Context: an optimization exercise on an open-source flow, tuned for small area, a short achievable clock period and few clock cycles per item. The choices shown serve that exercise and are no tape-out recipe. In this exercise RTL edits were held to simulation tests only and were not proved equivalent to the original.

==> run C <==
==> flow/design.v (excerpt) <==
module http_request_stream_parser (
    input  logic          i_clk,
    input  logic          i_rst_n,
    input  logic          in_valid,
    output logic          in_ready,
    input  logic [7:0]    in_byte,
    input  logic          in_restart,
    output logic          out_valid,
    input  logic          out_ready,
    output logic [7:0]    out_byte,
    output logic          out_data_valid,
    output logic [2:0]    field_kind,
    output logic          field_end,
    output logic          drop_line,
    output logic          request_done,
    output logic          parse_error,
    output logic [23:0]   body_length,
    output logic          out_last,
    input  logic          i_cfg_we,
    input  logic [23:0]   i_cfg_data
);
    localparam logic [1:0] PH_REQ  = 2'd0;
    localparam logic [1:0] PH_HDR  = 2'd1;
    localparam logic [1:0] PH_BODY = 2'd2;
    localparam logic [1:0] PH_ERR  = 2'd3;
    localparam logic [2:0] FK_NONE    = 3'd0;
    localparam logic [2:0] FK_PATH    = 3'd2;
    localparam logic [2:0] FK_NAME    = 3'd4;
    localparam logic [2:0] FK_VALUE   = 3'd5;
    localparam logic [2:0] FK_BODY    = 3'd6;
    localparam logic [1:0] HP_EMPTY = 2'd0;
    localparam logic [1:0] HP_NAME  = 2'd1;
    localparam logic [1:0] HP_SKIP  = 2'd2;
    localparam logic [1:0] HP_VALUE = 2'd3;
    localparam logic [2:0] NS_NONE  = 3'd0;
    localparam logic [2:0] NS_SKIP  = 3'd1;
    localparam logic [2:0] NS_PLUS  = 3'd2;
    localparam logic [2:0] NS_DIG   = 3'd3;
    localparam logic [2:0] NS_STOP  = 3'd4;
    localparam logic [2:0] NS_OVF   = 3'd5;
    localparam logic [2:0] NS_DEAD  = 3'd6;
    localparam logic [7:0] CH_CR    = 8'h0D;
  ...
Settings: LEC_CHECK=0, CAP_MARGIN=20, CORE_MARGIN=2, CORE_UTILIZATION=50, SETUP_SLACK_MARGIN=4.5, SLEW_MARGIN=20, TNS_END_PERCENT=0; clock period 7.5 ns.
standard.sh (not shown) runs the stock make flow with config.mk's settings and CLKGATE_MAP_FILE= SYNTH_SCRIPT=/design/flow/synth_recipe.tcl, a recipe that flattens the netlist after the stock synthesis.
==> flow/flow/run.sh <==
#!/bin/bash
# The standard layout, with these changes:
#  - the combinational logic of the standard synthesis is re-mapped by ABC
#    (flow/resyn.tcl, flow/resyn.abc) before floorplanning; every flip-flop of the
#    standard synthesis is kept as it is (same instance, name and cell);
#  - every port still gets its own buffer, but a plain buf_1 instead of a delay buffer;
#  - clock tree: clkbuf_8 buffers, no dummy loads.
set -euo pipefail
R=orfs/results/sky130hd/http_request_stream_parser/base
bash standard.sh synth > std_synth.log 2>&1
cp "$R/1_2_yosys.v" "$R/1_2_yosys_standard.v"
YOSYS=$(command -v yosys || echo /OpenROAD-flow-scripts/tools/install/yosys/bin/yosys)
[ -x "$YOSYS" ] || YOSYS="$FLOW_HOME/../tools/install/yosys/bin/yosys"
export RS_LIB="$FLOW_HOME/platforms/sky130hd/lib/sky130_fd_sc_hd__tt_025C_1v80.lib"
export RS_IN="$R/1_2_yosys_standard.v"
export RS_OUT="$PWD/resyn_out.v"
export RS_ABC="$PWD/flow/resyn.abc"
export RS_DONTUSE="$(sed -n '/DONT_USE_CELLS +=/,/^#/p' "$FLOW_HOME/platforms/sky130hd/config.mk" | grep -oE 'sky130_fd_sc_hd__[A-Za-z0-9_]+' | tr '\n' ' ')"
"$YOSYS" -c flow/resyn.tcl > resyn.log 2>&1
cp "$RS_OUT" "$R/1_2_yosys.v"
rm -f "$R/1_synth.odb" "$R/1_synth.sdc"
bash standard.sh \
  "BUFFER_PORTS_ARGS=-buffer_cell sky130_fd_sc_hd__buf_1" \
  "CTS_ARGS=-sink_clustering_enable -repair_clock_nets -buf_list sky130_fd_sc_hd__clkbuf_8 -dont_use_dummy_load" \
  finish > std_finish.log 2>&1
Other scripts of this flow, unchanged in this note and not shown: flow/flow/resyn.abc, flow/flow/resyn.tcl
==> run G (differences from run C) <==
--- a/flow/design.v
+++ b/flow/design.v
@@ -198,23 +198,16 @@
         gt <= (r_acc > r_max);
     end
     assign flush_ok  = (r_tok == 2'd1) && (pct == 2'd2) && (held != CH_PCT);
     assign flush_ch  = (held == CH_PLUS) ? CH_SP : held;
     assign tok_after = (r_in_tok && (r_tok != 2'd3)) ? (r_tok + 2'd1) : r_tok;
     assign acc_we = go && !r_ir && !r_cr && (r_phase == PH_HDR) && hpart[1] &&
                     (match == NAME_LEN) && k_dig &&
                     ((r_num == NS_SKIP) || (r_num == NS_PLUS) || (r_num == NS_DIG));
-    logic name_hit;
-    always_comb begin
-        name_hit = 1'b0;
-        for (int i = 0; i < 14; i++) begin
-            name_hit = name_hit || ((match == 4'(i)) && (lc == name_char(4'(i))));
-        end
-    end
     always_comb begin
         if (r_phase == PH_REQ) begin
             emits_next = !k_ws && ((tok_after == 2'd0) || (tok_after == 2'd2) ||
                          ((tok_after == 2'd1) && !k_qm && !k_pct));
         end else if ((hpart == HP_SKIP) || (hpart == HP_VALUE)) begin
             emits_next = !k_cr;
         end else begin
             emits_next = !k_cr && !k_sp;
@@ -460,17 +453,17 @@
                     b_emit    = 1'b1;
                     b_data    = CH_SP;
                     b_dv      = 1'b1;
                     b_kind    = FK_NAME;
                     n_rg[7:4] = pend - 4'd1;
                     n_rg[3:0] = MATCH_FAIL;
                     ev_done   = 1'b0;
                 end else begin
-                    if (name_hit) begin
+                    if ((match < NAME_LEN) && (lc == name_char(match))) begin
                         n_rg[3:0] = match + 4'd1;
                     end else begin
                         n_rg[3:0] = MATCH_FAIL;
                     end
                     b_emit = 1'b1;
                     b_data = lc;
                     b_dv   = 1'b1;
                     b_kind = FK_NAME;
==> flow/flow/run.sh (replaced) <==
#!/bin/bash
# The standard layout, with the combinational logic of the standard synthesis
# re-mapped by ABC (flow/resyn.tcl, flow/resyn.abc) before floorplanning. Every
# flip-flop of the standard synthesis is kept as it is: same instance, name and cell.
set -euo pipefail
R=orfs/results/sky130hd/http_request_stream_parser/base
bash standard.sh synth > std_synth.log 2>&1
cp "$R/1_2_yosys.v" "$R/1_2_yosys_standard.v"
YOSYS=$(command -v yosys || echo /OpenROAD-flow-scripts/tools/install/yosys/bin/yosys)
[ -x "$YOSYS" ] || YOSYS="$FLOW_HOME/../tools/install/yosys/bin/yosys"
export RS_LIB="$FLOW_HOME/platforms/sky130hd/lib/sky130_fd_sc_hd__tt_025C_1v80.lib"
export RS_IN="$R/1_2_yosys_standard.v"
export RS_OUT="$PWD/resyn_out.v"
export RS_ABC="$PWD/flow/resyn.abc"
export RS_DONTUSE="$(sed -n '/DONT_USE_CELLS +=/,/^#/p' "$FLOW_HOME/platforms/sky130hd/config.mk" | grep -oE 'sky130_fd_sc_hd__[A-Za-z0-9_]+' | tr '\n' ' ')"
"$YOSYS" -c flow/resyn.tcl > resyn.log 2>&1
cp "$RS_OUT" "$R/1_2_yosys.v"
rm -f "$R/1_synth.odb" "$R/1_synth.sdc"
bash standard.sh > std_finish.log 2>&1
==> flow/config.mk (replaced) <==
export PLATFORM = sky130hd
export DESIGN_NAME = http_request_stream_parser
export DESIGN_NICKNAME = http_request_stream_parser
export VERILOG_FILES = /design/flow/design.v
export SDC_FILE = /design/flow/constraint.sdc
export NUM_CORES = 4
export LEC_CHECK = 0
export CAP_MARGIN = 20
export CORE_MARGIN = 2
export CORE_UTILIZATION = 40
export SETUP_SLACK_MARGIN = 4.0
export SLEW_MARGIN = 20
==> run D (differences from run C) <==
--- a/flow/design.v
+++ b/flow/design.v
@@ -114,30 +114,33 @@
     logic [1:0]  r_phase;
     logic [1:0]  r_tok;
     logic        r_in_tok;
     logic        r_query;
     logic [9:0]  r_rg;
     logic        r_cr;
     logic [2:0]  r_num;
     logic        r_em;      
+    logic        r_pct2;    
+    logic        r_hsp;     
     logic [23:0] r_acc;
     logic [23:0] r_rem;
     logic [23:0] r_max;
     logic        r_sv;
-    logic [16:0] r_sk;
+    logic [17:0] r_sk;
     logic        r_ov;
     logic [7:0]  r_od;
     logic        r_odv;
     logic [2:0]  r_ok;
     logic        r_ofe;
     logic        r_odr;
     logic        r_odn;
     logic        r_ope;
     logic        r_ola;
+    logic        r_obl;     
     logic [1:0]  pct;
     logic [7:0]  held;
     logic [1:0]  hpart;
     logic [3:0]  pend;
     logic [3:0]  match;
     assign pct   = r_rg[9:8];
     assign held  = r_rg[7:0];
     assign hpart = r_rg[9:8];
@@ -167,20 +170,17 @@
     logic        b_fend, b_drop, b_done;
     logic        b_last;
     logic        b_perr1;
     logic        ev_done;
     logic        emits_next;
     assign free    = !r_ov || out_ready;
     assign go      = r_iv && !r_sv;
     assign consume = go && fin;
-    assign fin_early = !(r_cr && !k_lf) &&
-                       !((r_phase == PH_REQ) && (r_tok == 2'd1) && (pct == 2'd2) &&
-                         (r_cr || k_ws)) &&
-                       !((r_phase == PH_HDR) && !hpart[1] && (pend != 4'd0));
+    assign fin_early = !(r_cr && !k_lf) && !(r_pct2 && (r_cr || k_ws)) && !r_hsp;
     assign in_ready = !r_iv || (!r_sv && fin_early);
     assign c  = r_ib;
     assign e  = r_cr ? CH_CR : r_ib;
     assign lc = (!r_cr && k_up) ? (r_ib | 8'h20) : e;
     logic e_ws, e_sp, e_tab, e_dig, e_pct, e_plus, e_qm, e_colon, e_hex;
     logic [3:0] e_hv;
     assign e_ws    = r_cr || k_ws;
     assign e_sp    = !r_cr && k_sp;
@@ -198,23 +198,16 @@
         gt <= (r_acc > r_max);
     end
     assign flush_ok  = (r_tok == 2'd1) && (pct == 2'd2) && (held != CH_PCT);
     assign flush_ch  = (held == CH_PLUS) ? CH_SP : held;
     assign tok_after = (r_in_tok && (r_tok != 2'd3)) ? (r_tok + 2'd1) : r_tok;
     assign acc_we = go && !r_ir && !r_cr && (r_phase == PH_HDR) && hpart[1] &&
                     (match == NAME_LEN) && k_dig &&
                     ((r_num == NS_SKIP) || (r_num == NS_PLUS) || (r_num == NS_DIG));
-    logic name_hit;
-    always_comb begin
-        name_hit = 1'b0;
-        for (int i = 0; i < 14; i++) begin
-            name_hit = name_hit || ((match == 4'(i)) && (lc == name_char(4'(i))));
-        end
-    end
     always_comb begin
         if (r_phase == PH_REQ) begin
             emits_next = !k_ws && ((tok_after == 2'd0) || (tok_after == 2'd2) ||
                          ((tok_after == 2'd1) && !k_qm && !k_pct));
         end else if ((hpart == HP_SKIP) || (hpart == HP_VALUE)) begin
             emits_next = !k_cr;
         end else begin
             emits_next = !k_cr && !k_sp;
@@ -460,17 +453,17 @@
                     b_emit    = 1'b1;
                     b_data    = CH_SP;
                     b_dv      = 1'b1;
                     b_kind    = FK_NAME;
                     n_rg[7:4] = pend - 4'd1;
                     n_rg[3:0] = MATCH_FAIL;
                     ev_done   = 1'b0;
                 end else begin
-                    if (name_hit) begin
+                    if ((match < NAME_LEN) && (lc == name_char(match))) begin
                         n_rg[3:0] = match + 4'd1;
                     end else begin
                         n_rg[3:0] = MATCH_FAIL;
                     end
                     b_emit = 1'b1;
                     b_data = lc;
                     b_dv   = 1'b1;
                     b_kind = FK_NAME;
@@ -525,17 +518,21 @@
             r_phase  <= PH_REQ;
             r_tok    <= 2'd0;
             r_in_tok <= 1'b0;
             r_query  <= 1'b0;
             r_rg     <= 10'd0;
             r_cr     <= 1'b0;
             r_num    <= NS_NONE;
             r_em     <= 1'b0;
+            r_pct2   <= 1'b0;
+            r_hsp    <= 1'b0;
         end else if (go) begin
+            r_pct2   <= (n_phase == PH_REQ) && (n_tok == 2'd1) && (n_rg[9:8] == 2'd2);
+            r_hsp    <= (n_phase == PH_HDR) && !n_rg[9] && (n_rg[7:4] != 4'd0);
             r_phase  <= n_phase;
             r_tok    <= n_tok;
             r_in_tok <= n_in_tok;
             r_query  <= n_query;
             r_rg     <= n_rg;
             r_cr     <= n_cr;
             r_num    <= n_num;
             r_em     <= fin ? 1'b0 : (r_em || b_emit);
@@ -555,18 +552,18 @@
     end
     always_ff @(posedge i_clk) begin
         if (!i_rst_n) begin
             r_max <= 24'd1048576;
         end else if (i_cfg_we) begin
             r_max <= i_cfg_data;
         end
     end
-    logic [16:0] beat;
-    assign beat = {b_data, b_dv, b_kind, b_fend, b_drop, b_done,
+    logic [17:0] beat;
+    assign beat = {b_done && b_dv, b_data, b_dv, b_kind, b_fend, b_drop, b_done,
                    fin ? (n_phase == PH_ERR) : b_perr1, b_last};
     always_ff @(posedge i_clk) begin
         if (!i_rst_n) begin
             r_ov <= 1'b0;
             r_sv <= 1'b0;
         end else begin
             if (free) begin
                 r_ov <= r_sv || (go && b_emit);
@@ -582,22 +579,22 @@
     end
     always_ff @(posedge i_clk) begin
         if (!r_sv) begin
             r_sk <= beat;
         end
     end
     always_ff @(posedge i_clk) begin
         if (free) begin
-            {r_od, r_odv, r_ok, r_ofe, r_odr, r_odn, r_ope, r_ola} <= r_sv ? r_sk : beat;
+            {r_obl, r_od, r_odv, r_ok, r_ofe, r_odr, r_odn, r_ope, r_ola} <= r_sv ? r_sk : beat;
         end
     end
     assign out_valid      = r_ov;
     assign out_byte       = r_od;
     assign out_data_valid = r_odv;
     assign field_kind     = r_ok;
     assign field_end      = r_ofe;
     assign drop_line      = r_odr;
     assign request_done   = r_odn;
     assign parse_error    = r_ope;
-    assign body_length    = (r_odn && r_odv) ? r_acc : 24'd0;
+    assign body_length    = r_obl ? r_acc : 24'd0;
     assign out_last       = r_ola;
 endmodule
==> flow/flow/run.sh (replaced) <==
#!/bin/bash
# The standard layout, with these changes:
#  - the combinational logic of the standard synthesis is re-mapped by ABC
#    (flow/resyn.tcl, flow/resyn.abc) before floorplanning; every flip-flop of the
#    standard synthesis is kept as it is (same instance, name and cell);
#  - every port still gets its own buffer, but a plain buf_1 instead of a delay buffer;
#  - clock tree: clkbuf_8 buffers under a clkbuf_16 root, clusters of up to 30 sinks,
#    no dummy loads.
set -euo pipefail
R=orfs/results/sky130hd/http_request_stream_parser/base
bash standard.sh synth > std_synth.log 2>&1
cp "$R/1_2_yosys.v" "$R/1_2_yosys_standard.v"
YOSYS=$(command -v yosys || echo /OpenROAD-flow-scripts/tools/install/yosys/bin/yosys)
[ -x "$YOSYS" ] || YOSYS="$FLOW_HOME/../tools/install/yosys/bin/yosys"
export RS_LIB="$FLOW_HOME/platforms/sky130hd/lib/sky130_fd_sc_hd__tt_025C_1v80.lib"
export RS_IN="$R/1_2_yosys_standard.v"
export RS_OUT="$PWD/resyn_out.v"
export RS_ABC="$PWD/flow/resyn.abc"
export RS_DONTUSE="$(sed -n '/DONT_USE_CELLS +=/,/^#/p' "$FLOW_HOME/platforms/sky130hd/config.mk" | grep -oE 'sky130_fd_sc_hd__[A-Za-z0-9_]+' | tr '\n' ' ')"
"$YOSYS" -c flow/resyn.tcl > resyn.log 2>&1
cp "$RS_OUT" "$R/1_2_yosys.v"
rm -f "$R/1_synth.odb" "$R/1_synth.sdc"
bash standard.sh \
  "BUFFER_PORTS_ARGS=-buffer_cell sky130_fd_sc_hd__buf_1" \
  "CTS_ARGS=-sink_clustering_enable -repair_clock_nets -buf_list sky130_fd_sc_hd__clkbuf_8 -root_buf sky130_fd_sc_hd__clkbuf_16 -dont_use_dummy_load -sink_clustering_size 30 -sink_clustering_max_diameter 100" \
  finish > std_finish.log 2>&1
==> metrics.md <==
| Metric | Value |
|---|---|
| Post_cts resized | 32 |
| Status | finished clean |
| Global-route wire length before repair | 56.7 mm |
| Fmax | ~290 MHz |
| Worst Path Max Fanout | 6 |
| VDD IR max | 0.117 mV |
| Met2 wire length | 16.8 mm |
| Vias per std cell | 5.78 |
| Sequence of cells on the critical path | nor2_4, buf_6, nor2_2, inv_1, nor2_2, a221oi_2, inv_2, nand2_8, clkdlybuf4s15_2 |
| Num sequential | between 150 and 200 |
-- figures above: run G

==> metrics.md <==
| Metric | Value |
|---|---|
| Worst Path Max Fanout | 11 |
| Global-route wire length before repair | 56.3 mm |
| Fmax | 317 MHz |
| Post_cts resized | 25 |
| Status | finished clean |
| Vias per std cell | approximately 6 |
-- figures above: run D

==> metrics.md <==
| Metric | Value |
|---|---|
| Fmax | 310 MHz |
| Worst Path Max Fanout | 6 |
| Sequence of cells on the critical path | nor3_4, inv_2, nand2_4, o2111ai_4, nand2_4, buf_6 |
| Vias per std cell | 6.04 |
| Global-route wire length before repair | 56.7 mm |
| Post_cts resized | a little over 50 |
| Met2 wire length | 17.3 mm |
| Status | finished clean |
| Num sequential | 152 |
-- figures above: run C

Testbench counts of run C, summed over its fixed seeds: cycles 43,451, bytes 43,435.
Testbench counts of run G, summed over its fixed seeds: cycles 43,451, bytes 43,435.
Testbench counts of run D, summed over its fixed seeds: cycles 43,451, bytes 43,435.

what the ideal ports hide:
How much do the figures lean on ideal ports? The routed layouts below were timed once more, with nothing changed but the port constraints.
Step 1 assumes that a clkbuf_16 drives the clock port and a buf_2 every other input.
Step 2 adds t to the input delays and takes it off the output delays; t is the mean of the earliest and latest rising clock arrival at the registers after step 1. Input paths then give back, and output paths get back, about the clock's delay inside the block.
Three values: ideal, step 1, step 2; two values: the first two.
run | shift t [ns] | setup slack, ns | worst register clock-pin slew, ns
run C | 0.484 | 4.272 / 4.227 / 4.294 | 0.09 / 0.09
run G | 0.476 | 4.036 / 3.988 / 3.760 | 0.07 / 0.07
run D | 0.427 | 4.348 / 4.298 / 4.181 | 0.10 / 0.10
After both steps setup and hold are still met in every run listed. The setup slack of run G, which loses most, moves by -0.048 ns with the drivers and by -0.276 ns with both steps.
